Source: an optimization exercise on an open RTL-to-GDS flow (aim: small area and a short achievable clock period). Production flows keep margins and buffers that such runs may drop. The RTL was checked by simulation tests, not by an equivalence proof against the original design. The clock input has no modelled driver; a real chip could not lean on it and would need a root buffer or a full tree. Power is estimated from default activity; no workload was simulated.

[standard.sh]
#!/bin/bash
# synth_recipe.tcl (not shown) runs the flow's synth.tcl, then flattens the netlist and writes it again
# the make line also repeats each setting of config.mk as NAME=value (left out here)
make -C /OpenROAD-flow-scripts/flow DESIGN_CONFIG=/design/flow/config.mk WORK_HOME=/design/flow/orfs CLKGATE_MAP_FILE= SYNTH_SCRIPT=/design/flow/synth_recipe.tcl "${@:-finish}"
[config.mk]
export PLATFORM = sky130hd
export DESIGN_NAME = cpu_trace_buffer
export DESIGN_NICKNAME = cpu_trace_buffer
export VERILOG_FILES = /design/flow/design.v
export SDC_FILE = /design/flow/constraint.sdc
export NUM_CORES = 4
export LEC_CHECK = 0
export CAP_MARGIN = 20
export CORE_MARGIN = 2
export CORE_UTILIZATION = 55
export CTS_CLUSTER_DIAMETER = 80
export CTS_CLUSTER_SIZE = 25
export PLACE_DENSITY = 0.65
export SETUP_SLACK_MARGIN = 3.65
export SLEW_MARGIN = 20
export SYNTH_MEMORY_MAX_BITS = 8192
[constraint.sdc]
create_clock -name core_clock -period 6.0 [get_ports {clk}]
set_input_delay 1.2000 -clock core_clock [delete_from_list [all_inputs] [get_ports {clk}]]
set_output_delay 1.2000 -clock core_clock [all_outputs]
set_load 0.01 [all_outputs]
[design.v]
package trace_pkg;
  localparam logic [1:0] TRIG_NOW  = 2'd0;
  localparam logic [1:0] TRIG_PC   = 2'd1;
  localparam logic [1:0] TRIG_MEMW = 2'd2;
  localparam logic [1:0] TRIG_EXT  = 2'd3;
  function automatic integer ENTRY_W(input integer state_w, input integer data_w);
    ENTRY_W = state_w + 2 * data_w;
  endfunction
endpackage
module trace_ram #(
  parameter int unsigned DEPTH = 63,
  parameter int unsigned WIDTH = 68
) (
  input  logic                       clk,
  input  logic                       i_shift,
  input  logic [WIDTH-1:0]           i_wdata,
  input  logic [DEPTH-1:0]           i_rsel,
  output logic [WIDTH-1:0]           o_rdata
);
  logic [WIDTH-1:0] r_mem [DEPTH];
  always_ff @(posedge clk) begin
    if (i_shift) begin
      r_mem[0] <= i_wdata;
      for (int i = 1; i < DEPTH; i++) r_mem[i] <= r_mem[i-1];
    end
  end
  always_comb begin
    o_rdata = '0;
    for (int i = 0; i < DEPTH; i++)
      o_rdata = o_rdata | (r_mem[i] & {WIDTH{i_rsel[i]}});
  end
endmodule
module cpu_trace_buffer #(
  parameter int unsigned DATA_W  = 32,
  parameter int unsigned STATE_W = 4,
  parameter int unsigned DEPTH   = 64,
  parameter int unsigned CNT_W   = $clog2(DEPTH + 1)
) (
  input  logic                        clk,
  input  logic                        reset,
  input  logic                        arm,
  input  logic                        mode,
  input  logic [1:0]                  trig_sel,
  input  logic [DATA_W-1:0]           trig_val,
  input  logic                        trig_in,
  input  logic [CNT_W-1:0]            post_cnt,
  input  logic [DATA_W-1:0]           PC,
  input  logic [DATA_W-1:0]           Instr,
  input  logic [STATE_W-1:0]          state,
  input  logic                        IRWrite,
  input  logic                        MemWrite,
  input  logic [DATA_W-1:0]           Adr,
  output logic                        out_valid,
  input  logic                        out_ready,
  output logic [STATE_W+2*DATA_W-1:0] out_data,
  output logic                        out_last,
  output logic                        busy,
  output logic                        triggered,
  output logic [CNT_W-1:0]            count
);
  localparam int unsigned SD = DEPTH - 1;           
  localparam int unsigned EW = trace_pkg::ENTRY_W(STATE_W, DATA_W);
  logic              r_busy;
  logic              r_valid;
  logic              r_post;
  logic              r_triggered;
  logic              r_last;
  logic [CNT_W-1:0]  r_count;
  logic [SD-1:0]     r_rd_oh;      
  logic [EW-1:0]     r_head;       
  logic [CNT_W-1:0]  r_remaining;
  logic [CNT_W-1:0]  r_cnt_left;
  logic              r_mode_q;
  logic [3:0]        r_sel_oh;
  logic [DATA_W-1:0] r_val_q;
  logic              w_arm_ok;
  logic              w_sample;
  logic              w_trig_hit;
  logic              w_fire;
  logic              w_enter_dump;
  logic              w_full;
  logic              w_cnt0;
  logic              w_cnt1;
  logic              w_pop;
  logic              w_head_ld;
  logic              w_rd_mv;
  logic [CNT_W-1:0]  w_count_inc;
  logic [CNT_W-1:0]  w_post_clamp;
  logic [EW-1:0]     w_live;
  logic [EW-1:0]     w_rd_data;
  assign w_live       = {state, PC, Instr};
  assign w_arm_ok     = arm && !r_valid;
  assign w_sample     = r_busy && !arm && (!r_mode_q || IRWrite);
  assign w_full       = r_count[CNT_W-1];
  assign w_cnt0       = (r_count == CNT_W'(0));
  assign w_cnt1       = (r_count == CNT_W'(1));
  assign w_count_inc  = w_full ? r_count : r_count + CNT_W'(1);
  assign w_post_clamp = post_cnt[CNT_W-1] ? CNT_W'(DEPTH - 1) : post_cnt;
  assign w_trig_hit = r_sel_oh[0] ||
                      (r_sel_oh[1] && (PC == r_val_q)) ||
                      (r_sel_oh[2] && MemWrite && (Adr == r_val_q)) ||
                      (r_sel_oh[3] && trig_in);
  assign w_fire       = w_sample && !r_post && w_trig_hit;
  assign w_enter_dump = w_sample && (r_post ? (r_remaining == CNT_W'(1))
                                            : (w_trig_hit && (r_remaining == '0)));
  assign w_pop = r_valid ? out_ready : (w_sample && w_full);
  assign w_head_ld = w_pop || (w_sample && w_cnt0);
  assign w_rd_mv   = w_sample && !w_full;
  always_ff @(posedge clk or posedge reset) begin
    if (reset) begin
      r_busy      <= 1'b0;
      r_valid     <= 1'b0;
      r_post      <= 1'b0;
      r_triggered <= 1'b0;
      r_last      <= 1'b0;
      r_count     <= '0;
    end else if (w_arm_ok) begin
      r_busy      <= 1'b1;
      r_valid     <= 1'b0;
      r_post      <= 1'b0;
      r_triggered <= 1'b0;
      r_last      <= 1'b0;
      r_count     <= '0;
    end else begin
      if (w_sample) r_count <= w_count_inc;
      if (w_fire) begin
        r_triggered <= 1'b1;
        if (r_remaining != '0) r_post <= 1'b1;
      end
      if (w_enter_dump) begin
        r_busy  <= 1'b0;
        r_valid <= 1'b1;
        r_last  <= w_cnt0;
      end
      if (r_valid && out_ready) begin
        r_last <= (r_cnt_left == CNT_W'(2));
        if (r_cnt_left == CNT_W'(1)) r_valid <= 1'b0;
      end
    end
  end
  always_ff @(posedge clk) begin
    if (w_arm_ok) begin
      r_mode_q    <= mode;
      r_sel_oh    <= 4'b0001 << trig_sel;
      r_val_q     <= trig_val;
      r_remaining <= w_post_clamp;
    end else if (w_sample && r_post) begin
      r_remaining <= r_remaining - CNT_W'(1);
    end
    r_rd_oh <= ({SD{!w_arm_ok && w_rd_mv}}  & {r_rd_oh[SD-2:0] & {(SD-1){!w_cnt1}}, w_cnt1}) |
               ({SD{!w_arm_ok && !w_rd_mv}} & r_rd_oh);
    if (!r_valid) r_cnt_left <= w_count_inc;
    else if (out_ready) r_cnt_left <= r_cnt_left - CNT_W'(1);
    r_head <= ({EW{w_head_ld}}            & w_rd_data) |
              ({EW{w_head_ld && w_cnt0}}  & w_live) |
              ({EW{!w_head_ld}}           & r_head);
  end
  trace_ram #(
    .DEPTH (SD),
    .WIDTH (EW)
  ) u_ram (
    .clk     (clk),
    .i_shift (w_sample || (r_valid && out_ready)),
    .i_wdata (w_live),
    .i_rsel  (r_rd_oh),
    .o_rdata (w_rd_data)
  );
  assign out_valid = r_valid;
  assign out_data  = r_head;
  assign out_last  = r_last;
  assign busy      = r_busy;
  assign triggered = r_triggered;
  assign count     = r_count;
endmodule
[flow/split_root.tcl]
# Split the clock tree's root buffer into one copy per quadrant of its loads,
# so the clock port drives four buffers that each carry a quarter of the
# root's load, and let those drive the level below the next one directly.
# Reads and rewrites the CTS result in place.
set plat $::env(FLOW_HOME)/platforms/$::env(FLOW_PLATFORM)
set res $::env(RES_DIR)
read_lef $plat/lef/sky130_fd_sc_hd.tlef
read_lef $plat/lef/sky130_fd_sc_hd_merged.lef
read_liberty $plat/lib/sky130_fd_sc_hd__tt_025C_1v80.lib
read_db $res/4_cts.odb
read_sdc $res/4_cts.sdc
source $plat/setRC.tcl
set_propagated_clock [all_clocks]

proc split_root {nparts} {
  set block [ord::get_db_block]
  # the root is the one buffer the clock port drives
  set port_net [$block findNet $::env(FLOW_CLOCK_PORT)]
  set root ""
  foreach it [$port_net getITerms] {
    if {[$it isInputSignal]} { set root [$it getInst] }
  }
  if {$root eq "" || [llength [$port_net getITerms]] != 1} {
    puts "split_root: clock port does not drive a single buffer; nothing to do"
    return
  }
  set master [$root getMaster]
  set out_net [[$root findITerm X] getNet]
  set loads {}
  foreach it [$out_net getITerms] {
    if {[$it isInputSignal]} { lappend loads $it }
  }
  set rb [$root getBBox]
  set cx [expr {([$rb xMin] + [$rb xMax]) / 2}]
  set cy [expr {([$rb yMin] + [$rb yMax]) / 2}]
  set sx 0; set sy 0
  foreach it $loads {
    set b [[$it getInst] getBBox]
    set sx [expr {$sx + [$b xMin]}]; set sy [expr {$sy + [$b yMin]}]
  }
  set n [llength $loads]
  set mx [expr {$sx / $n}]; set my [expr {$sy / $n}]
  array set G {}
  foreach it $loads {
    set b [[$it getInst] getBBox]
    set q [expr {([$b xMin] >= $mx ? 1 : 0) + ([$b yMin] >= $my ? 2 : 0)}]
    lappend G($q) $it
  }
  set rname [$root getName]
  set k 0
  foreach q [lsort [array names G]] {
    # nets and instances get distinct names (as CTS names them) so that
    # parasitics read back by name land on the net
    set name "${rname}_q$k"
    set nn [odb::dbNet_create $block "clknet_split_q$k"]
    $nn setSigType CLOCK
    set inst [odb::dbInst_create $block $master $name]
    set sx 0; set sy 0
    foreach it $G($q) {
      set b [[$it getInst] getBBox]
      set sx [expr {$sx + [$b xMin]}]; set sy [expr {$sy + [$b yMin]}]
    }
    set gx [expr {$sx / [llength $G($q)]}]; set gy [expr {$sy / [llength $G($q)]}]
    $inst setLocation [expr {($gx + $cx) / 2}] [expr {($gy + $cy) / 2}]
    $inst setPlacementStatus PLACED
    $inst setSourceType TIMING
    [$inst findITerm A] connect $port_net
    [$inst findITerm X] connect $nn
    foreach it $G($q) { $it disconnect; $it connect $nn }
    puts "split_root: $name drives [llength $G($q)] loads"
    incr k
  }
  odb::dbInst_destroy $root
  odb::dbNet_destroy $out_net
}

# Remove the buffers the given net drives: their loads move onto the net,
# and the net's driver moves to the middle of those loads.
proc collapse_children {net} {
  set block [ord::get_db_block]
  set drv ""
  set kids {}
  foreach it [$net getITerms] {
    if {[$it isInputSignal]} { lappend kids [$it getInst] } elseif {[$it isOutputSignal]} { set drv [$it getInst] }
  }
  set moved {}
  foreach kid $kids {
    if {![string match "*clkbuf*" [[$kid getMaster] getName]]} continue
    set onet [[$kid findITerm X] getNet]
    set loads {}
    foreach it [$onet getITerms] { if {[$it isInputSignal]} { lappend loads $it } }
    [$kid findITerm A] disconnect
    foreach it $loads { $it disconnect; $it connect $net; lappend moved $it }
    [$kid findITerm X] disconnect
    odb::dbInst_destroy $kid
    odb::dbNet_destroy $onet
  }
  set sx 0; set sy 0
  foreach it $moved {
    set b [[$it getInst] getBBox]
    set sx [expr {$sx + [$b xMin]}]; set sy [expr {$sy + [$b yMin]}]
  }
  if {[llength $moved]} {
    $drv setLocation [expr {$sx / [llength $moved]}] [expr {$sy / [llength $moved]}]
  }
  puts "collapse_children: [$drv getName] now drives [llength $moved] loads"
}

puts "before:"
report_clock_latency
split_root 4
# The level below the root only fans out by two; each quarter buffer drives
# the level under it directly instead
set block [ord::get_db_block]
foreach q {0 1 2 3} {
  set n [$block findNet "clknet_split_q$q"]
  if {$n ne "NULL"} { collapse_children $n }
}
detailed_placement
check_placement -verbose
estimate_parasitics -placement
puts "after:"
report_clock_latency
report_worst_slack -max
report_worst_slack -min
write_db $res/4_1_cts.odb
write_db $res/4_cts.odb
[flow/run.sh]
#!/bin/bash
# Standard layout, except that after clock tree synthesis the tree's root
# buffer is split into four, one per quadrant, which then drive the
# third level directly (flow/split_root.tcl).
set -e
cd "$(dirname "$0")/.."
export RES_DIR=$PWD/orfs/results/$FLOW_PLATFORM/cpu_trace_buffer/base
export FLOW_CLOCK_PORT=clk
OPENROAD=$(command -v openroad || echo "$FLOW_HOME/../tools/install/OpenROAD/bin/openroad")
bash standard.sh cts > std_cts.log 2>&1
"$OPENROAD" -exit -no_init flow/split_root.tcl > split_root.log 2>&1
bash standard.sh finish > std_finish.log 2>&1
==> out/metrics.csv, run 1 <==
metric;value;unit
status;no timing/DRC/antenna violations;
worst r2r src;r_rd_oh[41];
# IOs;228;
clk slew on worst S/H paths;0.10;ns
Area growth, synth to finish;14.92;%
Reg2Reg Setup Slack;3.27;ns
root buffer cell;clkbuf_16;
P_leak;57.35;nW
top area cells in the synthesized netlist;edfxtp_1 82%, a22o_1 6.0%, a221oi_1 5.6%;
Core ar.;287700;um2
Cells after Synth;7912;
CP endpoint kind;register;
hpwl dp;278100;um
setup TNS;0;ns
Finish-stage setup viols;0;
most common cell after layout, fill and taps aside;edfxtp_1;
Initial Util;55.25;%
RSZ-0062 raised after global routing;yes;
NumNets Final;8631;
Bufs on Longest Clock Path;4;
Post-synth EDFFs;4335;
DRC viols;0;
Worst Skew;0.07007;ns
minimum clock period;2.729;ns
initial antenna violation count;64;
# Max-Cap Violations;0;
die height;541.5;um
layout cell share with drive strength beyond 1;14.87;%
Max FO, Critical Path;41;
share of the yosys chip area belonging to registers;83.75;%
WP data required;6.53;ns
Placement Rows;197;
Crit Path Class;reg -> reg;
yosys warns;3;
Avg WL per Cell;48.89;um
Post-synth ARST share;0.2680;%
Yosys reg bits;4478;
CTS tree;done;
Startpoint Class;register;
die area;293300;um2
Syn Nets;8069;
worst reg2reg path endpoint;r_head[46];
Port Buffer Count;227;
total power;56.95;mW
PwrDens;311.8;nW/um2
vias in the first global route;90055;
clock latency on the worst-skew pair;0.70;ns
Synth cell types;52;
Worst Hold Path EP;u_ram.r_mem[33][11];
post-route ant nets;0;
Global Route Usage Sum;39.92;%
depth of the worst hold-timing path;0;
Slew Limit Fails;0;
cell accounting for the most synthesized area;edfxtp_1;
Fmax;366.4;MHz
synthesized area per cell;20.09;um2
Pre-antenna DRT Iters;10;
Clock Sinks;4478;
Final Hold Viols;0;
R2R cell count;7;
GP Congestion;0.8930;
Worst Max-Slew Pin Slew;0.8252;ns
Die Wd;541.5;um
min-delay src;u_ram.r_mem[32][11];
Vias/cell;8.172;
CTS buffer count;209;
first-pass GRT wire length;788500;um
Vias;102056;
Worst EP arrival;3.26;ns
Final Cycle Share;45.49;%
WL final;610600;um
H-tree Lvls;4;
VDD IR max;0.2691;mV
1st-iter DRT viols;24644;
Hold/Removal Path Class;reg -> reg;
most frequent cells in the layout;4335 x edfxtp_1, 1082 x a22o_1, 992 x a221oi_1;
synthesized cell area;158900;um2
slew margin rel.;44.99;%
GRT Residual Overflow;0;
share of the synthesized area in the top cell type;81.91;%
largest net degree at the start of global routing;86;
Synth Flop Type;edfxtp_1;
## worst max-delay path by stage
stage / from / endpoint / slack, ns / cells after the start
detailed placement: IRWrite / u_ram.r_mem[51][60] / 1.52 / 6
finish: r_rd_oh[41] / r_head[46] / 3.27 / 7
global placement: IRWrite / u_ram.r_mem[42][60] / 1.59 / 6
global route: r_rd_oh[41] / r_head[46] / 3.42 / 7
floorplan: IRWrite / u_ram.r_mem[0][0] / -12.99 / 4
CTS: r_head[54] / out_data[54] / 3.24 / 1
## Yosys cell counts, types with 9 or more instances
library cell and instances:
dfxtp_1 131, o21ai_0 10, nand4_1 277, nor2_1 9, a222oi_1 68, edfxtp_1 4335
xnor2_1 26, nor4_1 81, buf_2 11, buf_1 43, dfrtp_1 12, nand2_1 33
inv_1 12, a221oi_1 1020, clkbuf_1 489, xor2_1 52, a22o_1 1082, a22oi_1 68
o21ai_1 70, a21oi_1 13, nor3_1 11
## where the power goes
group	leakage, nW	internal (mW)	switching [mW]
clock network	2.84	6.70	9.70
logic	14.4	1.28	1.90
registers	40.1	36.2	1.21
total	57.3	44.1	12.8
## flip-flops by register name, indices dropped and copies added, names as in the netlist, 4 cells and up
name	flops
r_count	7
r_head	68
r_sel_oh	4
r_cnt_left	7
r_rd_oh	63
r_val_q	32
u_ram.r_mem	4284
r_remaining	7
## cell type report
class                           count  area (um2)
Sequential cell                  4478      133500
Tap cell                         3781        4731
Antenna cell                       79       197.7
Timing Repair Buffer              898       13270
Clock buffer                      342        5758
Fill cell                       18922      105000
Clock inverter                     19       175.2
Multi-Input combinational cell   2878       24970
Inverter                           14       52.55
## logic make-up after synthesis
kind of cell	count (synthesis)	synth area share [%]
buf+inv	559	1.334
mux	2	0.01338
compound gates	2344	12.69
simple gates	443	1.718
flops	4478	83.75
fa+ha+maj	8	0.06299
xor+xnor	78	0.4299
## what timing repair did
action,CTS,global route
cloned,66,44
setup buffers,213,99
gates resized for setup,851,278
pin swaps,25,75
setup endpoints to repair,4499,4380
hold buffers,0,0
## critical path: stages, from the launching register on
cell	delay, ns
dfxtp_4	0.43
buf_12	0.20
a22o_1	0.39
a221oi_1	0.40
nand4_1	0.20
nor4_2	0.39
buf_4	0.25
o21ai_1	0.07
## metal layers
layer | track usage, % | share of wire (%)
met1 | 53.74 | 32
met2 | 54.99 | 41
met3 | 16.16 | 19
met4 | 22.87 | 7.1
met5 | 0.7891 | 0.12
## through the flow
step	worst slack, ns	utilization (%)	cell area [um2]	hold WS (ns)	std cells
after global placement	1.593	58.04	166900	0.4265	11627
after CTS	3.239	62.40	179500	0.4298	12272
after detailed placement	1.521	58.04	166900	0.4327	11627
after global routing	3.418	63.43	182400	0.4426	12415
after floorplan	-12.99	-	159000	0.4260	7912
final	3.271	63.49	182600	0.4260	12489
==> inputs of run 2 (changes only) <==
==> flow/run.sh (replaced) <==
#!/bin/bash
# Standard layout, except that clock tree synthesis inserts no dummy loads,
# and after it the tree's root buffer is split into four, one per quadrant,
# which then drive the third level directly (flow/split_root.tcl).
set -e
cd "$(dirname "$0")/.."
export RES_DIR=$PWD/orfs/results/$FLOW_PLATFORM/cpu_trace_buffer/base
export FLOW_CLOCK_PORT=clk
OPENROAD=$(command -v openroad || echo "$FLOW_HOME/../tools/install/OpenROAD/bin/openroad")
CTS="-sink_clustering_enable -repair_clock_nets -sink_clustering_size 25 -sink_clustering_max_diameter 80 -dont_use_dummy_load"
bash standard.sh "CTS_ARGS=$CTS" cts > std_cts.log 2>&1
"$OPENROAD" -exit -no_init flow/split_root.tcl > split_root.log 2>&1
bash standard.sh finish > std_finish.log 2>&1
--- a/config.mk
+++ b/config.mk
@@ -11,6 +11,6 @@
 export CTS_CLUSTER_DIAMETER = 80
 export CTS_CLUSTER_SIZE = 25
 export PLACE_DENSITY = 0.65
-export SETUP_SLACK_MARGIN = 3.65
+export SETUP_SLACK_MARGIN = 3.5
 export SLEW_MARGIN = 20
 export SYNTH_MEMORY_MAX_BITS = 8192
==> run 2 against run 1 <==
Compared with the run above: sequential share of layout area rose by 1.3 points; cell count fell by 2.4%; synthesized cell count did not move; sequential cell count did not move; synthesized area unchanged; clock power down 6%; worst setup slack improved by 0.059 ns; non-clock buffer count fell by 136; sequential power is essentially flat; largest cell class unchanged.
==> out/metrics.csv, run 2 <==
metric;value;unit;change
FF+latch area;133500;um2;about the same
flip-flop count of the largest register after layout;4284;;unchanged
NumNets Final;8495;;was 8631
1st-iter DRT viols;23684;;was 24644
Slew Limit Fails;0;;unchanged
Initial Util;55.25;%;unchanged
Area growth, synth to finish;12.91;%;was 14.92%
Worst Skew;0.07953;ns;was 0.07007 ns
Worst Max-Slew Pin Slew;0.9751;ns;was 0.8252 ns
Most flops, register;u_ram.r_mem;;unchanged
DP Area;166900;um2;unchanged
most frequent cells in the layout;4335 x edfxtp_1, 1082 x a22o_1, 1015 x a221oi_1;;was 4335 x edfxtp_1, 1082 x a22o_1, 992 x a221oi_1
Die Wd;541.5;um;unchanged
Core ar.;287700;um2;unchanged
Synth cell types;52;;unchanged
Clock Sinks;4478;;unchanged
Critical Path Max Stage Delay;0.53;ns;was 0.43 ns
die area;293300;um2;unchanged
Final Hold Viols;0;;unchanged
share of the yosys chip area belonging to registers;83.75;%;unchanged
Worst EP arrival;3.18;ns;was 3.26 ns
initial antenna violation count;52;;was 64
# IOs;228;;unchanged
minimum clock period;2.670;ns;was 2.729 ns
die height;541.5;um;unchanged
Hold/Removal Path Class;reg -> reg;;unchanged
CP endpoint kind;register;;unchanged
Finish-stage setup viols;0;;unchanged
share of the synthesized area in the top cell type;81.91;%;unchanged
Pre-antenna DRT Iters;9;;was 10
Max FO, Critical Path;45;;was 41
cell accounting for the most synthesized area;edfxtp_1;;unchanged
slew margin rel.;35.00;%;was 44.99%
WP data required;6.51;ns;was 6.53 ns
Placement Rows;197;;unchanged
Avg WL per Cell;48.42;um;was 48.89 um
Crit Path Class;reg -> reg;;unchanged
Post-synth EDFFs;4335;;unchanged
Port Buffer Count;227;;unchanged
Vias;99924;;was 102056
DRC viols;0;;unchanged
Syn Nets;8069;;unchanged
P_int;43.47;mW;was 44.14 mW
Psw;12.35;mW;was 12.81 mW
fin area;179400;um2;was 182600 um2
# fillers;19319;;was 18922
Post-synth ARST share;0.2680;%;unchanged
synthesized area per cell;20.09;um2;unchanged
RSZ-0062 raised after global routing;yes;;unchanged
Combinational Power Share;5.4;%;was 5.6%
Yosys reg bits;4478;;unchanged
post-route ant nets;0;;unchanged
largest registers;u_ram.r_mem (4284), r_head (68), r_rd_oh (63);;unchanged
setup ws final;3.330;ns;was 3.271 ns
clock latency on the worst-skew pair;0.68;ns;was 0.70 ns
P_leak;55.80;nW;was 57.35 nW
Sw Share;22.13;%;was 22.49%
total power;55.82;mW;was 56.95 mW
hpwl dp;278100;um;unchanged
Synth Flop Type;edfxtp_1;;unchanged
vias in the first global route;88344;;was 90055
top area cells in the synthesized netlist;edfxtp_1 82%, a22o_1 6.0%, a221oi_1 5.6%;;unchanged
top cells by count, synth;4335 x edfxtp_1, 1082 x a22o_1, 1020 x a221oi_1;;unchanged
first-pass GRT wire length;752600;um;was 788500 um
synthesized cell area;158900;um2;unchanged
pre-CTS setup slack;1.521;ns;unchanged
Crit-path slowest cell;dfxtp_4;;unchanged
Vias/cell;8.200;;was 8.172
# Max-Cap Violations;0;;unchanged
VDD IR max;0.2346;mV;was 0.2691 mV
GRT Residual Overflow;0;;unchanged
WL final;590100;um;was 610600 um
yosys warns;3;;unchanged
GP Congestion;0.8930;;unchanged
Hold Slack;0.4157;ns;was 0.4260 ns
Global Route Usage Sum;37.74;%;was 39.92%
Final Cycle Share;44.50;%;was 45.49%
layout cell share with drive strength beyond 1;13.03;%;was 14.87%
clock share of power;27.6;%;was 28.8%
area of the multi-input gates;24690;um2;was 24970 um2
setup TNS;0;ns;unchanged
clk slew on worst S/H paths;0.10;ns;about the same
status;no timing/DRC/antenna violations;;unchanged
count leader, synth;edfxtp_1;;unchanged
largest net degree at the start of global routing;101;;was 86
PwrDens;311.1;nW/um2;was 311.8 nW/um2
Cells after Synth;7912;;unchanged
part of the power in registers;67.0;%;was 65.6%
Startpoint Class;register;;unchanged
ordered cell list for the critical path;buf_12 > a22o_1 > a221oi_1 > nand4_1 > nor4_4 > o21ai_1;;was buf_12 > a22o_1 > a221oi_1 > nand4_1 > nor4_2 > buf_4 > o21ai_1
Fmax;374.5;MHz;was 366.4 MHz
most common cell after layout, fill and taps aside;edfxtp_1;;unchanged
## run 2: changes by cell type in the layout (fill, tap and decap cells not counted), sizes merged, moves of 5 or more
| cell | change |
|---|---|
| buf | -149 |
| bufbuf | -20 |
| clkbuf | -108 |
| clkdlybuf4s50 | +8 |
| clkinv | -7 |
| diode | -10 |
| dlymetal6s2s | -5 |
| inv | -9 |
## run 2: critical path: cells and delay by family (launching register included)
family | cells | cell delay (ns)
compound gates | 3 | 0.82
flops | 1 | 0.53
buf+inv | 1 | 0.30
simple gates | 2 | 0.69
## run 2: cells by family (layout without fill, tap and decap cells)
group	count (synthesis)	in the layout	share of synthesized area, %
compound gates	2344	2344	12.69
xor+xnor	78	78	0.4299
fa+ha+maj	8	8	0.06299
buf+inv	559	980	1.334
flops	4478	4478	83.75
mux	2	2	0.01338
other cells	0	69	0
simple gates	443	446	1.718
## run 2: path summary, 6_finish.rpt
kind / start / cells past startpoint / slack [ns] / end
setup / recovery: r_rd_oh[21] / 6 / 3.33 / r_head[59]
hold / removal: u_ram.r_mem[32][11] / 0 / 0.42 / u_ram.r_mem[33][11]
setup reg to reg: r_rd_oh[21] / 6 / 3.33 / r_head[59]
hold reg to reg: u_ram.r_mem[32][11] / 0 / 0.42 / u_ram.r_mem[33][11]
max in group asynchronous: reset / 2 / 4.73 / r_count[4]
min in group asynchronous: reset / 2 / 0.87 / r_last
## run 2: power by group through the flow
stage	clock, mW	combinational (mW)	sequential, mW
3_3_place_gp	0	2.32	37.9
5_1_grt	16.2	3.16	37.5
2_1_floorplan	0	1.17	38.9
4_1_cts	15.6	2.57	37.3
6_report	15.4	3.02	37.4
3_5_place_dp	0	2.38	37.9
## run 2: stage by stage
step	std cells	utilization, %
CTS	11943	60.95
floorplan	7912	-
finish	12186	62.38
detailed placement	11627	58.04
global placement	11627	58.04
global route	12118	62.32
## run 2: repair_timing
| action | CTS | global route |
|---|---|---|
| gates cloned | 22 | 86 |
| pin swaps | 12 | 43 |
| setup endpoints to repair | 4499 | 4131 |
| hold buffers | 0 | 0 |
| setup buffers | 85 | 93 |
| gates resized for setup | 692 | 325 |
## run 2: area by class of cell
cell class              instances  share of cell area, %
multi-input cells            2878                  13.76
repair buffers                762                  6.250
well taps                    3781                  2.636
inverters                      14                0.02929
flip-flops and latches       4478                  74.38
diodes                         69                0.09622
clock buffers                 204                  2.845
## run 2: per-layer routing
layer | track usage [%] | up-vias | wire (um)
met3 | 13.54 | 2166 | 111500
li1 | - | 35279 | -
met5 | 0.2795 | - | 444
met1 | 51.97 | 50173 | 193700
met2 | 53.44 | 12266 | 249000
met4 | 18.72 | 40 | 35350
==> inputs of run 3 (changes only) <==
--- a/design.v
+++ b/design.v
@@ -66,6 +66,8 @@
   logic              r_triggered;
   logic              r_last;
   logic [CNT_W-1:0]  r_count;
+  logic              r_cnt_nz;     
+  logic              r_cnt_one;    
   logic [SD-1:0]     r_rd_oh;      
   logic [EW-1:0]     r_head;       
   logic [CNT_W-1:0]  r_remaining;
@@ -92,8 +94,8 @@
   assign w_arm_ok     = arm && !r_valid;
   assign w_sample     = r_busy && !arm && (!r_mode_q || IRWrite);
   assign w_full       = r_count[CNT_W-1];
-  assign w_cnt0       = (r_count == CNT_W'(0));
-  assign w_cnt1       = (r_count == CNT_W'(1));
+  assign w_cnt0       = !r_cnt_nz;
+  assign w_cnt1       = r_cnt_one;
   assign w_count_inc  = w_full ? r_count : r_count + CNT_W'(1);
   assign w_post_clamp = post_cnt[CNT_W-1] ? CNT_W'(DEPTH - 1) : post_cnt;
   assign w_trig_hit = r_sel_oh[0] ||
@@ -114,6 +116,8 @@
       r_triggered <= 1'b0;
       r_last      <= 1'b0;
       r_count     <= '0;
+      r_cnt_nz    <= 1'b0;
+      r_cnt_one   <= 1'b0;
     end else if (w_arm_ok) begin
       r_busy      <= 1'b1;
       r_valid     <= 1'b0;
@@ -121,8 +125,14 @@
       r_triggered <= 1'b0;
       r_last      <= 1'b0;
       r_count     <= '0;
+      r_cnt_nz    <= 1'b0;
+      r_cnt_one   <= 1'b0;
     end else begin
-      if (w_sample) r_count <= w_count_inc;
+      if (w_sample) begin
+        r_count   <= w_count_inc;
+        r_cnt_nz  <= 1'b1;
+        r_cnt_one <= !r_cnt_nz;
+      end
       if (w_fire) begin
         r_triggered <= 1'b1;
         if (r_remaining != '0) r_post <= 1'b1;
==> flow/run.sh (replaced) <==
#!/bin/bash
# Standard layout, except that after clock tree synthesis the tree's root
# buffer is split into four, one per quadrant, which then drive the
# third level directly (flow/split_root.tcl).
set -e
cd "$(dirname "$0")/.."
export RES_DIR=$PWD/orfs/results/$FLOW_PLATFORM/cpu_trace_buffer/base
export FLOW_CLOCK_PORT=clk
OPENROAD=$(command -v openroad || echo "$FLOW_HOME/../tools/install/OpenROAD/bin/openroad")
bash standard.sh cts > std_cts.log 2>&1
"$OPENROAD" -exit -no_init flow/split_root.tcl > split_root.log 2>&1
bash standard.sh finish > std_finish.log 2>&1
--- a/config.mk
+++ b/config.mk
@@ -11,6 +11,6 @@
 export CTS_CLUSTER_DIAMETER = 80
 export CTS_CLUSTER_SIZE = 25
 export PLACE_DENSITY = 0.65
-export SETUP_SLACK_MARGIN = 3.5
+export SETUP_SLACK_MARGIN = 3.6
 export SLEW_MARGIN = 20
 export SYNTH_MEMORY_MAX_BITS = 8192
==> run 3 against run 2 <==
Compared with the run above: sequential share of layout area up 0.86 points; clock skew down 0.018 ns; critical path depth unchanged; worst hold slack better by 0.0092 ns; largest power group unchanged; count of clock-buffer cells in the layout up 120; final area down 1.1%; power up 48%.
==> out/metrics.csv, run 3 <==
metric;value;unit;change
status;no timing/DRC/antenna violations;;unchanged
clk slew on worst S/H paths;0.10;ns;about the same
RSZ-0062 raised after global routing;yes;;unchanged
synthesized cell area;159100;um2;was 158900 um2
root buffer cell;clkbuf_16;;
Vias/cell;7.847;;was 8.200
worst r2r src;r_rd_oh[15];;was r_rd_oh[21]
Startpoint Class;register;;unchanged
Core ar.;287900;um2;was 287700 um2
Placement Rows;197;;unchanged
1st-iter DRT viols;21986;;was 23684
Global Route Usage Sum;36.33;%;was 37.74%
# IOs;228;;unchanged
most common cell after layout, fill and taps aside;edfxtp_1;;unchanged
Finish-stage setup viols;0;;unchanged
Pre-antenna DRT Iters;7;;was 9
Fmax;398.5;MHz;was 374.5 MHz
Reg2Reg Setup Slack;3.49;ns;was 3.33 ns
# Max-Cap Violations;0;;unchanged
depth of the worst hold-timing path;0;;unchanged
CTS tree;done;;
min-delay src;u_ram.r_mem[9][44];;was u_ram.r_mem[32][11]
ordered cell list for the critical path;buf_16 > a22o_1 > a221oi_1 > nand3_1 > nor4_1 > a31oi_1;;was buf_12 > a22o_1 > a221oi_1 > nand4_1 > nor4_4 > o21ai_1
Cells after Synth;8248;;was 7912
NumNets Final;8693;;was 8495
Synth Flop Type;edfxtp_1;;unchanged
synthesized area per cell;19.29;um2;was 20.09 um2
yosys warns;3;;unchanged
Synth cell types;47;;was 52
DRC viols;0;;unchanged
Slew Limit Fails;0;;unchanged
vias in the first global route;88764;;was 88344
cell accounting for the most synthesized area;edfxtp_1;;unchanged
share of the synthesized area in the top cell type;81.81;%;was 81.91%
Area growth, synth to finish;11.57;%;was 12.91%
Post-synth EDFFs;4335;;unchanged
top area cells in the synthesized netlist;edfxtp_1 82%, a22oi_1 5.9%, a22o_1 2.9%;;was edfxtp_1 82%, a22o_1 6.0%, a221oi_1 5.6%
largest net degree at the start of global routing;156;;was 101
count leader, synth;edfxtp_1;;unchanged
Max FO, Critical Path;30;;was 45
Initial Util;55.27;%;was 55.25%
post-route ant nets;0;;unchanged
Bufs on Longest Clock Path;4;;
worst reg2reg path endpoint;r_head[24];;was r_head[59]
share of the yosys chip area belonging to registers;83.68;%;was 83.75%
Crit Path Class;reg -> reg;;unchanged
CTS buffer count;209;;
Final Core Density;61.66;%;was 62.38%
R2R cell count;6;;unchanged
Hold/Removal Path Class;reg -> reg;;unchanged
Port Buffer Count;227;;unchanged
Yosys reg bits;4480;;was 4478
clock latency on the worst-skew pair;0.70;ns;was 0.68 ns
Clock Sinks;4480;;was 4478
Avg WL per Cell;45.26;um;was 48.42 um
Critical Path Max Stage Delay;0.54;ns;was 0.53 ns
layout cell share with drive strength beyond 1;10.51;%;was 13.03%
top cells by count, synth;4335 x edfxtp_1, 1243 x a22oi_1, 526 x a22o_1;;was 4335 x edfxtp_1, 1082 x a22o_1, 1020 x a221oi_1
Worst EP arrival;3.03;ns;was 3.18 ns
initial antenna violation count;31;;was 52
Vias;97894;;was 99924
die area;293600;um2;was 293300 um2
GP Congestion;0.8788;;was 0.8930
first-pass GRT wire length;733300;um;was 752600 um
WL final;564700;um;was 590100 um
Worst Skew;0.06143;ns;was 0.07953 ns
Crit-path slowest cell;dfxtp_4;;unchanged
GRT Residual Overflow;0;;unchanged
Post-synth ARST share;0.3125;%;was 0.2680%
Most flops, register;u_ram.r_mem;;unchanged
flip-flop count of the largest register after layout;4284;;unchanged
placed instance count;11909;;was 11627
H-tree Lvls;4;;
PwrDens;464.0;nW/um2;was 311.1 nW/um2
hpwl dp;275000;um;was 278100 um
P_leak;56.25;nW;was 55.80 nW
Final Cycle Share;41.82;%;was 44.50%
Syn Nets;8403;;was 8069
Final Hold Viols;0;;unchanged
die height;541.9;um;was 541.5 um
Post-CTS Hold Buffers;0;;unchanged
Worst Max-Slew Pin Slew;1.236;ns;was 0.9751 ns
minimum clock period;2.509;ns;was 2.670 ns
setup TNS;0;ns;unchanged
Die Wd;541.9;um;was 541.5 um
largest registers;u_ram.r_mem (4284), r_head (68), r_rd_oh (63);;unchanged
final std cells w/o fill;12476;;was 12186
Worst Hold Path EP;u_ram.r_mem[10][44];;was u_ram.r_mem[33][11]
most frequent cells in the layout;4335 x edfxtp_1, 1243 x a22oi_1, 526 x a22o_1;;was 4335 x edfxtp_1, 1082 x a22o_1, 1015 x a221oi_1
CP endpoint kind;register;;unchanged
Hold Slack;0.4249;ns;was 0.4157 ns
VDD IR max;0.5076;mV;was 0.2346 mV
WP data required;6.52;ns;was 6.51 ns
slew margin rel.;17.63;%;was 35.00%
[run 3: cell types whose count changed in the layout (fill, tap and decap cells not counted), moves of 65 or more]
cell and change:
a31oi_1 +67, nor3_1 +69, a22oi_1 +1181, a222oi_1 -67, nand3_1 +196, a221oi_1 -549, clkbuf_1 +115, nor2_1 +65
o21ai_1 -70, a22o_1 -556
[run 3: cell type report]
| type | instances | area [um2] |
|---|---|---|
| Clock inverter | 23 | 277.8 |
| Sequential cell | 4480 | 133600 |
| Timing Repair Buffer | 628 | 9195 |
| Fill cell | 19941 | 110400 |
| Inverter | 15 | 88.84 |
| Tap cell | 3781 | 4731 |
| Multi-Input combinational cell | 3209 | 23990 |
| Clock buffer | 324 | 5628 |
| Antenna cell | 16 | 40.04 |
[run 3: what timing repair did]
| item | CTS | global route |
|---|---|---|
| gates cloned | 30 | 72 |
| setup endpoints to repair | 4528 | 4322 |
| pin swaps | 4 | 34 |
| resized for setup | 661 | 209 |
| setup buffers | 52 | 50 |
[run 3: critical path, delay by kind of cell (launching register included)]
kind / cells / cell delay (ns)
buffers and inverters: 1 / 0.34
AO/OA/AOI/OAI: 3 / 0.70
flip-flops: 1 / 0.54
AND/OR/NAND/NOR: 2 / 0.60
[run 3: how the worst max path moves through the flow]
stage / slack (ns) / from / cells after the start / endpoint
2_1_floorplan: -13.02 / IRWrite / 4 / u_ram.r_mem[0][0]
3_3_place_gp: 1.60 / IRWrite / 7 / u_ram.r_mem[35][40]
3_5_place_dp: 1.56 / IRWrite / 7 / u_ram.r_mem[59][40]
4_1_cts: 3.22 / r_head[32] / 1 / out_data[32]
5_1_grt: 3.45 / Adr[21] / 9 / r_busy
6_report: 3.49 / r_rd_oh[15] / 6 / r_head[24]
[run 3: per-stage QoR]
stage	setup slack, ns	instance area (um2)	power, mW
3_5_place_dp	1.556	166400	63.08
5_1_grt	3.449	177500	84.19
3_3_place_gp	1.600	166400	62.60
4_1_cts	3.223	174800	80.19
6_report	3.491	177500	82.37
2_1_floorplan	-13.02	159200	49.58
[run 3: cells by family after synthesis]
group	after synthesis	synth area share, %
adders and majority gates	6	0.04718
buffers and inverters	560	1.411
muxes	3	0.01966
DFF	4480	83.68
AOI/OAI and AO/OA	2352	11.79
and+or+nand+nor	773	2.651
xor gates and xnor gates	74	0.4073
[run 3: power breakdown]
group | switching [mW] | internal (mW) | total (mW)
clock network | 9.59 | 6.72 | 16.3
registers | 6.81 | 47.9 | 54.7
logic | 7.47 | 3.86 | 11.3
[run 3: per-layer routing]
layer  share of wire, %  wire length, um  global-route usage, %
met2                 43           241100                  51.83
met4                5.6            31640                  17.36
met1                 34           190300                  51.52
met3                 18           101400                  10.88
met5              0.034              190                      0
==> inputs of run 4 (changes only) <==
--- a/config.mk
+++ b/config.mk
@@ -11,6 +11,6 @@
 export CTS_CLUSTER_DIAMETER = 80
 export CTS_CLUSTER_SIZE = 25
 export PLACE_DENSITY = 0.65
-export SETUP_SLACK_MARGIN = 3.6
+export SETUP_SLACK_MARGIN = 3.7
 export SLEW_MARGIN = 20
 export SYNTH_MEMORY_MAX_BITS = 8192
==> run 4 against run 3 <==
Compared with the run above: still clean; final area up 0.41%; first-iteration DRC count up 6.5%; power down 0.29%; global-route usage up 0.71 points; sequential power about the same; clock skew down 0.0094 ns; worst setup slack better by 0.066 ns.
==> out/metrics.csv, run 4 <==
metric;value;unit;change
initial antenna violation count;42;;was 31
Crit Path Class;reg -> out;;was reg -> reg
synthesized area per cell;19.29;um2;unchanged
vias in the first global route;89273;;was 88764
CP endpoint kind;output port;;was register
# Max-Cap Violations;0;;unchanged
GRT Max-Usage Layer;met2;;unchanged
Worst Max-Slew Pin Slew;1.244;ns;was 1.236 ns
Pre-antenna DRT Iters;7;;unchanged
status;no timing/DRC/antenna violations;;unchanged
most common cell after layout, fill and taps aside;edfxtp_1;;unchanged
clk slew on worst S/H paths;0.10;ns;about the same
flip-flop count of the largest register after layout;4284;;unchanged
Yosys reg bits;4480;;unchanged
Post-CTS Hold Buffers;0;;unchanged
VDD IR max;0.3754;mV;was 0.5076 mV
minimum clock period;2.444;ns;was 2.509 ns
WL final;571900;um;was 564700 um
DRC viols;0;;unchanged
Synth cell types;47;;unchanged
routing usage on met1;52.24;%;was 51.52%
Post-synth EDFFs;4335;;unchanged
GR Util met3;11.50;%;was 10.88%
# IOs;228;;unchanged
final std cells w/o fill;12547;;was 12476
Initial Util;55.27;%;unchanged
number of buffers and inverters on the critical path;1;;unchanged
Final Hold Viols;0;;unchanged
Core ar.;287900;um2;unchanged
Bufs on Longest Clock Path;4;;unchanged
fin area;178300;um2;was 177500 um2
WP data required;4.80;ns;was 6.52 ns
DP Area;166400;um2;unchanged
Clock Sinks;4480;;unchanged
1st-iter DRT viols;23423;;was 21986
most frequent cells in the layout;4335 x edfxtp_1, 1240 x a22oi_1, 526 x a22o_1;;was 4335 x edfxtp_1, 1243 x a22oi_1, 526 x a22o_1
Vias/cell;7.907;;was 7.847
Avg WL per Cell;45.58;um;was 45.26 um
P_leak;56.53;nW;was 56.25 nW
Critical Path Max Stage Delay;0.44;ns;was 0.54 ns
pre-CTS setup slack;1.556;ns;unchanged
synthesized cell area;159100;um2;unchanged
H-tree Lvls;4;;unchanged
count leader, synth;edfxtp_1;;unchanged
share of the synthesized area in the top cell type;81.81;%;unchanged
Fmax;409.2;MHz;was 398.5 MHz
clock latency on the worst-skew pair;0.68;ns;was 0.70 ns
PwrDens;460.7;nW/um2;was 464.0 nW/um2
Finish-stage setup viols;0;;unchanged
Synth Flop Type;edfxtp_1;;unchanged
# fillers;19847;;was 19941
die height;541.9;um;unchanged
Startpoint Class;register;;unchanged
setup TNS;0;ns;unchanged
die area;293600;um2;unchanged
ordered cell list for the critical path;buf_6;;was buf_16 > a22o_1 > a221oi_1 > nand3_1 > nor4_1 > a31oi_1
Die Wd;541.9;um;unchanged
yosys warns;3;;unchanged
largest net degree at the start of global routing;156;;unchanged
Final Core Density;61.92;%;was 61.66%
Syn Nets;8403;;unchanged
top cells by count, synth;4335 x edfxtp_1, 1243 x a22oi_1, 526 x a22o_1;;unchanged
Global Route Usage Sum;37.05;%;was 36.33%
total power;82.13;mW;was 82.37 mW
CTS buffer count;209;;unchanged
met2 Use GR;52.82;%;was 51.83%
top area cells in the synthesized netlist;edfxtp_1 82%, a22oi_1 5.9%, a22o_1 2.9%;;unchanged
Most flops, register;u_ram.r_mem;;unchanged
Slew Limit Fails;0;;unchanged
RSZ-0062 raised after global routing;yes;;unchanged
largest registers;u_ram.r_mem (4284), r_head (68), r_rd_oh (63);;unchanged
Vias;99215;;was 97894
Max FO, Critical Path;2;;was 30
Worst EP arrival;1.24;ns;was 3.03 ns
root buffer cell;clkbuf_16;;unchanged
Final Cycle Share;40.73;%;was 41.82%
hpwl dp;275000;um;unchanged
placed instance count;11909;;unchanged
Worst Skew;0.05206;ns;was 0.06143 ns
Port Buffer Count;227;;unchanged
CP top delay family;flip-flops;;was compound AO/OA/AOI/OAI gates
cell accounting for the most synthesized area;edfxtp_1;;unchanged
GRT Residual Overflow;0;;unchanged
Post-synth ARST share;0.3125;%;unchanged
share of the yosys chip area belonging to registers;83.68;%;unchanged
Cells after Synth;8248;;unchanged
setup ws final;3.556;ns;was 3.491 ns
layout cell share with drive strength beyond 1;11.11;%;was 10.51%
Area growth, synth to finish;12.02;%;was 11.57%
post-route ant nets;0;;unchanged
first-pass GRT wire length;744300;um;was 733300 um
Hold Slack;0.4298;ns;was 0.4249 ns
slew margin rel.;17.05;%;was 17.63%
Hold/Removal Path Class;reg -> reg;;unchanged
CTS tree;done;;unchanged
GP Congestion;0.8788;;unchanged
Crit-path slowest cell;dfxtp_4;;unchanged
Placement Rows;197;;unchanged
NumNets Final;8737;;was 8693
## run 4: cell types whose count changed in the layout (fill, tap and decap cells not counted), moves of 5 or more
cell | before | now
diode_2 | 16 | 43
buf_4 | 124 | 144
clkbuf_16 | 270 | 255
buf_8 | 12 | 25
buf_6 | 132 | 142
nor2_1 | 72 | 82
buf_16 | 73 | 82
a221oi_1 | 466 | 458
a221oi_2 | 1 | 9
bufbuf_16 | 7 | 14
buf_12 | 62 | 68
nor2_2 | 6 | 1
nor2_4 | 6 | 1
## run 4: path summary, 6_finish.rpt
path | start | to | slack, ns | depth (start not counted)
max in group asynchronous | reset | r_count[1] | 4.70 | 2
min reg2reg | u_ram.r_mem[42][64] | u_ram.r_mem[43][64] | 0.43 | 0
min in group asynchronous | reset | r_count[5] | 0.89 | 2
max reg2reg | r_rd_oh[59] | r_head[19] | 3.60 | 6
min | u_ram.r_mem[42][64] | u_ram.r_mem[43][64] | 0.43 | 0
max | r_head[34] | out_data[34] | 3.56 | 1
## run 4: final cells by class
| class | count | area, um2 | share of cell area [%] |
|---|---|---|---|
| Inverter | 15 | 81.33 | 0.04562 |
| Clock inverter | 23 | 277.8 | 0.1558 |
| Timing Repair Buffer | 672 | 9797 | 5.496 |
| Clock buffer | 324 | 5628 | 3.157 |
| Multi-Input combinational cell | 3209 | 24050 | 13.49 |
| Tap cell | 3781 | 4731 | 2.654 |
| Sequential cell | 4480 | 133600 | 74.94 |
| Antenna cell | 43 | 107.6 | 0.06036 |
## run 4: repair_timing
| action | CTS | global route |
|---|---|---|
| gates cloned | 38 | 63 |
| pin swaps | 8 | 42 |
| buffers inserted | 79 | 68 |
| setup endpoints to repair | 4542 | 4302 |
| gates resized for setup | 713 | 245 |
## run 4: per-layer routing
| metal | vias to the layer above | wire length [um] | part of all wire (%) |
|---|---|---|---|
| met5 | - | 359 | 0.063 |
| met4 | 48 | 31770 | 5.6 |
| met3 | 1756 | 103500 | 18 |
| met2 | 11635 | 244800 | 43 |
| met1 | 49916 | 191400 | 33 |
| li1 | 35860 | - | - |
## run 4: cells by family (layout without fill, tap and decap cells)
family / after synthesis / in the layout / share of synthesized area [%]
AOI/OAI and AO/OA: 2352 / 2352 / 11.79
muxes: 3 / 3 / 0.01966
other: 0 / 43 / 0
buffers and inverters: 560 / 1034 / 1.411
and+or+nand+nor: 773 / 774 / 2.651
adders and majority gates: 6 / 6 / 0.04718
xor gates and xnor gates: 74 / 74 / 0.4073
DFF: 4480 / 4480 / 83.68
## run 4: power breakdown
part / internal (mW) / total, mW / switching (mW)
clock: 6.72 / 16.3 / 9.58
combinational: 3.75 / 11.1 / 7.38
sequential: 48.0 / 54.7 / 6.74
==> inputs of run 5 (changes only) <==
--- a/design.v
+++ b/design.v
@@ -14,7 +14,8 @@
   input  logic                       clk,
   input  logic                       i_shift,
   input  logic [WIDTH-1:0]           i_wdata,
-  input  logic [DEPTH-1:0]           i_rsel,
+  input  logic [DEPTH-1:0]           i_rsel,       
+  input  logic [DEPTH-1:0]           i_rsel_hi,    
   output logic [WIDTH-1:0]           o_rdata
 );
   logic [WIDTH-1:0] r_mem [DEPTH];
@@ -27,7 +28,7 @@
   always_comb begin
     o_rdata = '0;
     for (int i = 0; i < DEPTH; i++)
-      o_rdata = o_rdata | (r_mem[i] & {WIDTH{i_rsel[i]}});
+      o_rdata = o_rdata | (r_mem[i] & {{(WIDTH-WIDTH/2){i_rsel_hi[i]}}, {(WIDTH/2){i_rsel[i]}}});
   end
 endmodule
 module cpu_trace_buffer #(
@@ -69,6 +70,7 @@
   logic              r_cnt_nz;     
   logic              r_cnt_one;    
   logic [SD-1:0]     r_rd_oh;      
+  logic [SD-1:0]     r_rd_oh_hi;   
   logic [EW-1:0]     r_head;       
   logic [CNT_W-1:0]  r_remaining;
   logic [CNT_W-1:0]  r_cnt_left;
@@ -159,6 +161,8 @@
     end
     r_rd_oh <= ({SD{!w_arm_ok && w_rd_mv}}  & {r_rd_oh[SD-2:0] & {(SD-1){!w_cnt1}}, w_cnt1}) |
                ({SD{!w_arm_ok && !w_rd_mv}} & r_rd_oh);
+    r_rd_oh_hi <= ({SD{!w_arm_ok && w_rd_mv}}  & {r_rd_oh_hi[SD-2:0] & {(SD-1){!w_cnt1}}, w_cnt1}) |
+                  ({SD{!w_arm_ok && !w_rd_mv}} & r_rd_oh_hi);
     if (!r_valid) r_cnt_left <= w_count_inc;
     else if (out_ready) r_cnt_left <= r_cnt_left - CNT_W'(1);
     r_head <= ({EW{w_head_ld}}            & w_rd_data) |
@@ -173,6 +177,7 @@
     .i_shift (w_sample || (r_valid && out_ready)),
     .i_wdata (w_live),
     .i_rsel  (r_rd_oh),
+    .i_rsel_hi (r_rd_oh_hi),
     .o_rdata (w_rd_data)
   );
   assign out_valid = r_valid;
--- a/config.mk
+++ b/config.mk
@@ -11,6 +11,6 @@
 export CTS_CLUSTER_DIAMETER = 80
 export CTS_CLUSTER_SIZE = 25
 export PLACE_DENSITY = 0.65
-export SETUP_SLACK_MARGIN = 3.7
+export SETUP_SLACK_MARGIN = 3.6
 export SLEW_MARGIN = 20
 export SYNTH_MEMORY_MAX_BITS = 8192
==> run 5 against run 4 <==
Compared with the run above: still clean; sequential share of layout area rose by 0.94 points; sequential cell count rose by 63; non-clock buffer count fell by 107; critical path depth is 7 higher; register-to-register slack got worse by 0.06 ns; clock power barely moved; sequential power up 2%; via count down 1.6%; worst hold slack improved by 0.0011 ns; routed wire length fell by 3.5%; combinational power shrank 5%; highest routed layer unchanged.
==> out/metrics.csv, run 5 <==
metric;value;unit;change
status;no timing/DRC/antenna violations;;unchanged
P_leak;56.20;nW;was 56.53 nW
total power;82.89;mW;was 82.13 mW
worst setup path end;r_last;;was out_data[34]
clk slew on worst S/H paths;0.10;ns;about the same
VDD IR max;0.3493;mV;was 0.3754 mV
Initial Util;55.31;%;was 55.27%
Reg2Reg Setup Slack;3.54;ns;was 3.60 ns
largest registers;u_ram.r_mem (4284), r_head (68);;was u_ram.r_mem (4284), r_head (68), r_rd_oh (63)
Startpoint Class;input port;;was register
most frequent cells in the layout;4335 x edfxtp_1, 1251 x a22oi_1, 590 x a22o_1;;was 4335 x edfxtp_1, 1240 x a22oi_1, 526 x a22o_1
largest net degree at the start of global routing;92;;was 156
minimum clock period;2.510;ns;was 2.444 ns
GRT Residual Overflow;0;;unchanged
layout cell share with drive strength beyond 1;10.54;%;was 11.11%
setup TNS;0;ns;unchanged
Hold/Removal Path Class;reg -> reg;;unchanged
H-tree Lvls;4;;unchanged
min-delay src;u_ram.r_mem[55][45];;was u_ram.r_mem[42][64]
Area growth, synth to finish;10.58;%;was 12.02%
most common cell after layout, fill and taps aside;edfxtp_1;;unchanged
Slew Limit Fails;0;;unchanged
Worst Skew;0.03702;ns;was 0.05206 ns
PwrDens;465.6;nW/um2;was 460.7 nW/um2
Max FO, Critical Path;4;;was 2
die area;297100;um2;was 293600 um2
Port Buffer Count;227;;unchanged
Synth Flop Type;edfxtp_1;;unchanged
Post-synth ARST share;0.3082;%;was 0.3125%
Syn Nets;8540;;was 8403
yosys warns;3;;unchanged
share of the synthesized area in the top cell type;80.86;%;was 81.81%
hpwl dp;299300;um;was 275000 um
Final Cycle Share;41.83;%;was 40.73%
Most flops, register;u_ram.r_mem;;unchanged
area of the multi-input gates;24620;um2;was 24050 um2
setup ws final;3.490;ns;was 3.556 ns
worst reg2reg path endpoint;r_last;;was r_head[19]
Worst EP arrival;3.07;ns;was 1.24 ns
Cells after Synth;8385;;was 8248
NumNets Final;8759;;was 8737
fin area;178000;um2;was 178300 um2
Post-CTS Hold Buffers;0;;unchanged
Final Core Density;61.16;%;was 61.92%
root buffer cell;clkbuf_16;;unchanged
Worst setup startpoint;PC[23];;was r_head[34]
# fillers;20432;;was 19847
Clock Sinks;4543;;was 4480
placed instance count;12176;;was 11909
Finish-stage setup viols;0;;unchanged
count leader, synth;edfxtp_1;;unchanged
die height;545.0;um;was 541.9 um
pre-CTS setup slack;1.567;ns;was 1.556 ns
flip-flop count of the largest register after layout;4284;;unchanged
Crit Path Class;in -> reg;;was reg -> out
DP Area;168600;um2;was 166400 um2
top area cells in the synthesized netlist;edfxtp_1 81%, a22oi_1 5.8%, a22o_1 3.2%;;was edfxtp_1 82%, a22oi_1 5.9%, a22o_1 2.9%
FF+latch area;135100;um2;was 133600 um2
top cells by count, synth;4335 x edfxtp_1, 1251 x a22oi_1, 590 x a22o_1;;was 4335 x edfxtp_1, 1243 x a22oi_1, 526 x a22o_1
CTS tree;done;;unchanged
CTS buffer count;208;;was 209
post-route ant nets;0;;unchanged
slew margin rel.;15.89;%;was 17.05%
Synth cell types;49;;was 47
Placement Rows;198;;was 197
Worst Max-Slew Pin Slew;1.262;ns;was 1.244 ns
Fmax;398.4;MHz;was 409.2 MHz
# Max-Cap Violations;0;;unchanged
Global Route Usage Sum;36.12;%;was 37.05%
Avg WL per Cell;43.54;um;was 45.58 um
first-pass GRT wire length;737300;um;was 744300 um
worst r2r src;r_val_q[13];;was r_rd_oh[59]
WL final;551800;um;was 571900 um
Vias;97654;;was 99215
RSZ-0062 raised after global routing;yes;;unchanged
initial antenna violation count;20;;was 42
Core ar.;291100;um2;was 287900 um2
Pre-antenna DRT Iters;8;;was 7
CP endpoint kind;register;;was output port
share of the yosys chip area belonging to registers;83.49;%;was 83.68%
WP data required;6.56;ns;was 4.80 ns
Vias/cell;7.706;;was 7.907
# IOs;228;;unchanged
vias in the first global route;90644;;was 89273
synthesized area per cell;19.20;um2;was 19.29 um2
Hold Slack;0.4308;ns;was 0.4298 ns
Final Hold Viols;0;;unchanged
R2R cell count;7;;was 6
1st-iter DRT viols;19950;;was 23423
clock latency on the worst-skew pair;0.69;ns;was 0.68 ns
synthesized cell area;161000;um2;was 159100 um2
Bufs on Longest Clock Path;4;;unchanged
DRC viols;0;;unchanged
final std cells w/o fill;12673;;was 12547
Post-synth EDFFs;4335;;unchanged
GP Congestion;0.9040;;was 0.8788
cell accounting for the most synthesized area;edfxtp_1;;unchanged
Die Wd;545.0;um;was 541.9 um
Yosys reg bits;4543;;was 4480
==> run 5: worst min path at each step <==
stage	endpoint	cells after the start
after global placement	u_ram.r_mem[45][31]	0
final	u_ram.r_mem[56][45]	0
after global routing	u_ram.r_mem[16][0]	0
after CTS	u_ram.r_mem[14][18]	0
after floorplan	u_ram.r_mem[10][12]	0
after detailed placement	u_ram.r_mem[38][59]	0
==> run 5: layout make-up <==
cell class | instances | area share [%]
antenna | 15 | 0.02108
clock buffer | 343 | 3.279
clock inverter | 20 | 0.1279
inverter | 11 | 0.03444
multi-input combinational | 3276 | 13.83
sequential | 4543 | 75.88
tap | 3900 | 2.741
timing repair buffer | 565 | 4.091
==> run 5: critical path, stage by stage <==
cell,delay (ns)
buf_4,0.20
xor2_1,0.19
nor4_1,0.27
nand4_1,0.20
o31a_1,0.38
and2b_2,0.27
nor3_2,0.05
mux2_4,0.29
==> run 5: per-layer routing <==
| metal | part of all wire (%) | wire (um) | vias to the layer above | GRT usage [%] |
|---|---|---|---|---|
| met2 | 45 | 245700 | 9918 | 54.42 |
| li1 | - | - | 36133 | - |
| met1 | 34 | 185400 | 49696 | 48.39 |
| met5 | 0.024 | 135 | - | 0 |
| met4 | 7.0 | 38540 | 20 | 20.88 |
| met3 | 15 | 82020 | 1887 | 8.773 |
==> run 5: kinds of logic after synthesis <==
logic type	synth area share, %
adder cells (fa/ha/maj)	0.04663
XOR/XNOR	0.4080
AND/OR/NAND/NOR	2.670
buffers and inverters	1.400
flip-flops	83.49
multiplexers	0.02253
AO/OA/AOI/OAI	11.97
==> run 5: repair_timing <==
| item | in CTS | in global routing |
|---|---|---|
| gates cloned | 36 | 25 |
| pin swaps | 10 | 22 |
| gates resized for setup | 711 | 181 |
| buffers inserted | 51 | 7 |
| setup endpoints to repair | 4520 | 4318 |
==> run 5: power by group <==
group | leakage (nW) | internal (mW) | switching [mW]
clock | 2.90 | 6.81 | 9.73
combinational | 10.9 | 3.55 | 7.01
sequential | 42.4 | 48.7 | 7.12
total | 56.2 | 59.0 | 23.9
==> inputs of run 6 (changes only) <==
--- a/config.mk
+++ b/config.mk
@@ -11,6 +11,6 @@
 export CTS_CLUSTER_DIAMETER = 80
 export CTS_CLUSTER_SIZE = 25
 export PLACE_DENSITY = 0.65
-export SETUP_SLACK_MARGIN = 3.6
+export SETUP_SLACK_MARGIN = 3.7
 export SLEW_MARGIN = 20
 export SYNTH_MEMORY_MAX_BITS = 8192
==> run 6 against run 5 <==
Compared with the run above: maximum frequency up 2.2%; first-iteration DRC count up 0.52%; non-clock buffer count up 60; core utilization up 0.33 points; clock power about the same; combinational power about the same; routed wire length up 0.75%; critical path depth down 7; sequential power about the same; via count up 0.68%; register-to-register slack better by 0.04 ns; cell count up 0.50%.
==> out/metrics.csv, run 6 <==
metric;value;unit;change
status;no timing/DRC/antenna violations;;unchanged
vias in the first global route;90029;;was 90644
clock latency on the worst-skew pair;0.69;ns;about the same
synthesized area per cell;19.20;um2;unchanged
1st-iter DRT viols;20054;;was 19950
Most flops, register;u_ram.r_mem;;unchanged
Synth Flop Type;edfxtp_1;;unchanged
fin area;179000;um2;was 178000 um2
post-route ant nets;0;;unchanged
Bufs on Longest Clock Path;4;;unchanged
H-tree Lvls;4;;unchanged
GRT Residual Overflow;0;;unchanged
setup ws final;3.544;ns;was 3.490 ns
Syn Nets;8540;;unchanged
Hold/Removal Path Class;reg -> reg;;unchanged
WL final;555900;um;was 551800 um
DRC viols;0;;unchanged
Clock Sinks;4543;;unchanged
layout cell share with drive strength beyond 1;11.33;%;was 10.54%
Crit-path slowest cell;dfrtp_2;;was o31a_1
Critical Path Max Stage Delay;0.45;ns;was 0.38 ns
share of the synthesized area in the top cell type;80.86;%;unchanged
first-pass GRT wire length;732200;um;was 737300 um
DP Area;168600;um2;unchanged
largest registers;u_ram.r_mem (4284), r_head (68);;unchanged
setup TNS;0;ns;unchanged
flip-flop count of the largest register after layout;4284;;unchanged
Post-synth ARST share;0.3082;%;unchanged
Die Wd;545.0;um;unchanged
share of the yosys chip area belonging to registers;83.49;%;unchanged
Avg WL per Cell;43.65;um;was 43.54 um
CTS tree;done;;unchanged
Max FO, Critical Path;2;;was 4
Slew Limit Fails;0;;unchanged
largest net degree at the start of global routing;183;;was 92
# IOs;228;;unchanged
Startpoint Class;register;;was input port
Worst Max-Slew Pin Slew;1.279;ns;was 1.262 ns
Area growth, synth to finish;11.17;%;was 10.58%
top area cells in the synthesized netlist;edfxtp_1 81%, a22oi_1 5.8%, a22o_1 3.2%;;unchanged
count leader, synth;edfxtp_1;;unchanged
FF+latch area;135100;um2;about the same
root buffer cell;clkbuf_16;;unchanged
Final Cycle Share;40.93;%;was 41.83%
clk slew on worst S/H paths;0.10;ns;about the same
Pre-antenna DRT Iters;10;;was 8
Post-CTS Hold Buffers;0;;unchanged
die height;545.0;um;unchanged
pre-CTS setup slack;1.567;ns;unchanged
PwrDens;465.3;nW/um2;was 465.6 nW/um2
top cells by count, synth;4335 x edfxtp_1, 1251 x a22oi_1, 590 x a22o_1;;unchanged
Core ar.;291100;um2;unchanged
P_leak;56.58;nW;was 56.20 nW
Placement Rows;198;;unchanged
Final Hold Viols;0;;unchanged
die area;297100;um2;unchanged
WP data required;4.80;ns;was 6.56 ns
NumNets Final;8820;;was 8759
yosys warns;3;;unchanged
CP endpoint kind;output port;;was register
cell accounting for the most synthesized area;edfxtp_1;;unchanged
Vias;98314;;was 97654
Initial Util;55.31;%;unchanged
Global Route Usage Sum;35.88;%;was 36.12%
CP top delay family;flip-flops;;was simple AND/OR/NAND/NOR gates
hpwl dp;299300;um;unchanged
Worst EP arrival;1.26;ns;was 3.07 ns
ordered cell list for the critical path;buf_6;;was buf_4 > xor2_1 > nor4_1 > nand4_1 > o31a_1 > and2b_2 > nor3_2 > mux2_4
area of the multi-input gates;24730;um2;was 24620 um2
RSZ-0062 raised after global routing;yes;;unchanged
initial antenna violation count;24;;was 20
slew margin rel.;14.76;%;was 15.89%
VDD IR max;0.3764;mV;was 0.3493 mV
Crit Path Class;reg -> out;;was in -> reg
Vias/cell;7.719;;was 7.706
number of buffers and inverters on the critical path;1;;unchanged
Finish-stage setup viols;0;;unchanged
most common cell after layout, fill and taps aside;edfxtp_1;;unchanged
minimum clock period;2.456;ns;was 2.510 ns
# fillers;20332;;was 20432
Fmax;407.2;MHz;was 398.4 MHz
GP Congestion;0.9040;;unchanged
CTS buffer count;208;;unchanged
synthesized cell area;161000;um2;unchanged
Cells after Synth;8385;;unchanged
# Max-Cap Violations;0;;unchanged
total power;83.28;mW;was 82.89 mW
Post-synth EDFFs;4335;;unchanged
Yosys reg bits;4543;;unchanged
Synth cell types;49;;unchanged
Worst Skew;0.03555;ns;was 0.03702 ns
Port Buffer Count;227;;unchanged
most frequent cells in the layout;4335 x edfxtp_1, 1251 x a22oi_1, 590 x a22o_1;;unchanged
==> run 6: logic make-up after synthesis <==
kind of cell	synth area share, %
AO/OA/AOI/OAI	11.97
adder cells (fa/ha/maj)	0.04663
flip-flops	83.49
multiplexers	0.02253
AND/OR/NAND/NOR	2.670
XOR/XNOR	0.4080
buffers and inverters	1.400
==> run 6: timing repair <==
action | CTS | global route
hold endpoints to repair | 0 | 0
pin swaps | 9 | 28
buffers inserted | 39 | 47
setup endpoints to repair | 4537 | 4159
gates cloned | 17 | 77
gates resized for setup | 703 | 260
==> run 6: final cells by class <==
class | count | area share [%]
Clock buffer | 343 | 3.261
Sequential cell | 4543 | 75.47
Tap cell | 3900 | 2.726
Timing Repair Buffer | 625 | 4.525
Antenna cell | 17 | 0.02377
Clock inverter | 20 | 0.1272
Timing Repair inverter | 1 | 0.004893
Inverter | 11 | 0.04474
Multi-Input combinational cell | 3276 | 13.82
==> run 6: where the power goes <==
part	switching [mW]	total (mW)	leakage [nW]	internal [mW]
Combinational	7.18	10.9	11.3	3.76
Sequential	7.13	55.8	42.4	48.7
Clock	9.73	16.5	2.90	6.81
==> run 6: per-layer routing <==
layer | global-route usage, % | up-vias | routed length, um
li1 | - | 36252 | -
met1 | 48.37 | 49717 | 184500
met2 | 54.28 | 10386 | 249400
met3 | 8.514 | 1937 | 85010
met4 | 19.85 | 22 | 36860
met5 | 0 | - | 148
==> run 6: path summary, 6_finish.rpt <==
| check | from | end | slack (ns) | depth (start not counted) |
|---|---|---|---|---|
| worst max-delay path | r_valid | out_valid | 3.54 | 1 |
| min in group asynchronous | reset | r_post | 0.90 | 2 |
| worst min-delay path | u_ram.r_mem[55][45] | u_ram.r_mem[56][45] | 0.44 | 0 |
| worst min register to register | u_ram.r_mem[55][45] | u_ram.r_mem[56][45] | 0.44 | 0 |
| max in group asynchronous | reset | r_count[6] | 4.69 | 2 |
| worst max register to register | r_rd_oh[60] | r_head[26] | 3.58 | 6 |
==> run 6: stage by stage <==
step / util [%] / hold slack, ns / std cells
detailed placement: 57.92 / 0.4334 / 12176
global route: 61.48 / 0.4410 / 12723
finish: 61.49 / 0.4415 / 12736
floorplan: - / 0.4267 / 8385
global placement: 57.92 / 0.4283 / 12176
CTS: 60.51 / 0.4347 / 12596

port drivers added, routing unchanged:
How much do the figures lean on ideal ports? The routed layouts below were timed once more, with nothing changed but the port constraints.
Step 1 (the two cells are an assumption about what drives the block):
set clk [get_ports {clk}]
set_driving_cell -lib_cell sky130_fd_sc_hd__clkbuf_16 $clk
set_driving_cell -lib_cell sky130_fd_sc_hd__buf_2 [delete_from_list [all_inputs] $clk]
Step 2 adds t to the input delays and takes it off the output delays; t is the mean of the earliest and latest rising clock arrival at the registers after step 1. Input paths then give back, and output paths get back, about the clock's delay inside the block.
Slacks: ideal ports / drivers / drivers and shift; pairs: ideal ports / drivers.
run | shift t [ns] | setup slack, ns | hold WS [ns] | latest minus earliest clock arrival (ns)
run 1 | 0.876 | 3.271 / 3.271 / 2.866 | 0.426 / 0.426 / 0.426 | 0.074 / 0.074
run 2 | 0.855 | 3.330 / 3.330 / 2.814 | 0.416 / 0.416 / 0.416 | 0.095 / 0.095
run 3 | 0.888 | 3.491 / 3.316 / 2.871 | 0.425 / 0.425 / 0.425 | 0.068 / 0.068
run 4 | 0.872 | 3.556 / 3.339 / 2.913 | 0.430 / 0.430 / 0.430 | 0.061 / 0.062
run 5 | 0.881 | 3.490 / 3.331 / 2.726 | 0.431 / 0.431 / 0.431 | 0.048 / 0.047
run 6 | 0.891 | 3.544 / 3.324 / 2.829 | 0.441 / 0.441 / 0.441 | 0.048 / 0.047
After both steps every run listed still meets setup and hold. The setup slack of run 5, which loses most, moves by -0.159 ns with the drivers and by -0.764 ns with both steps.
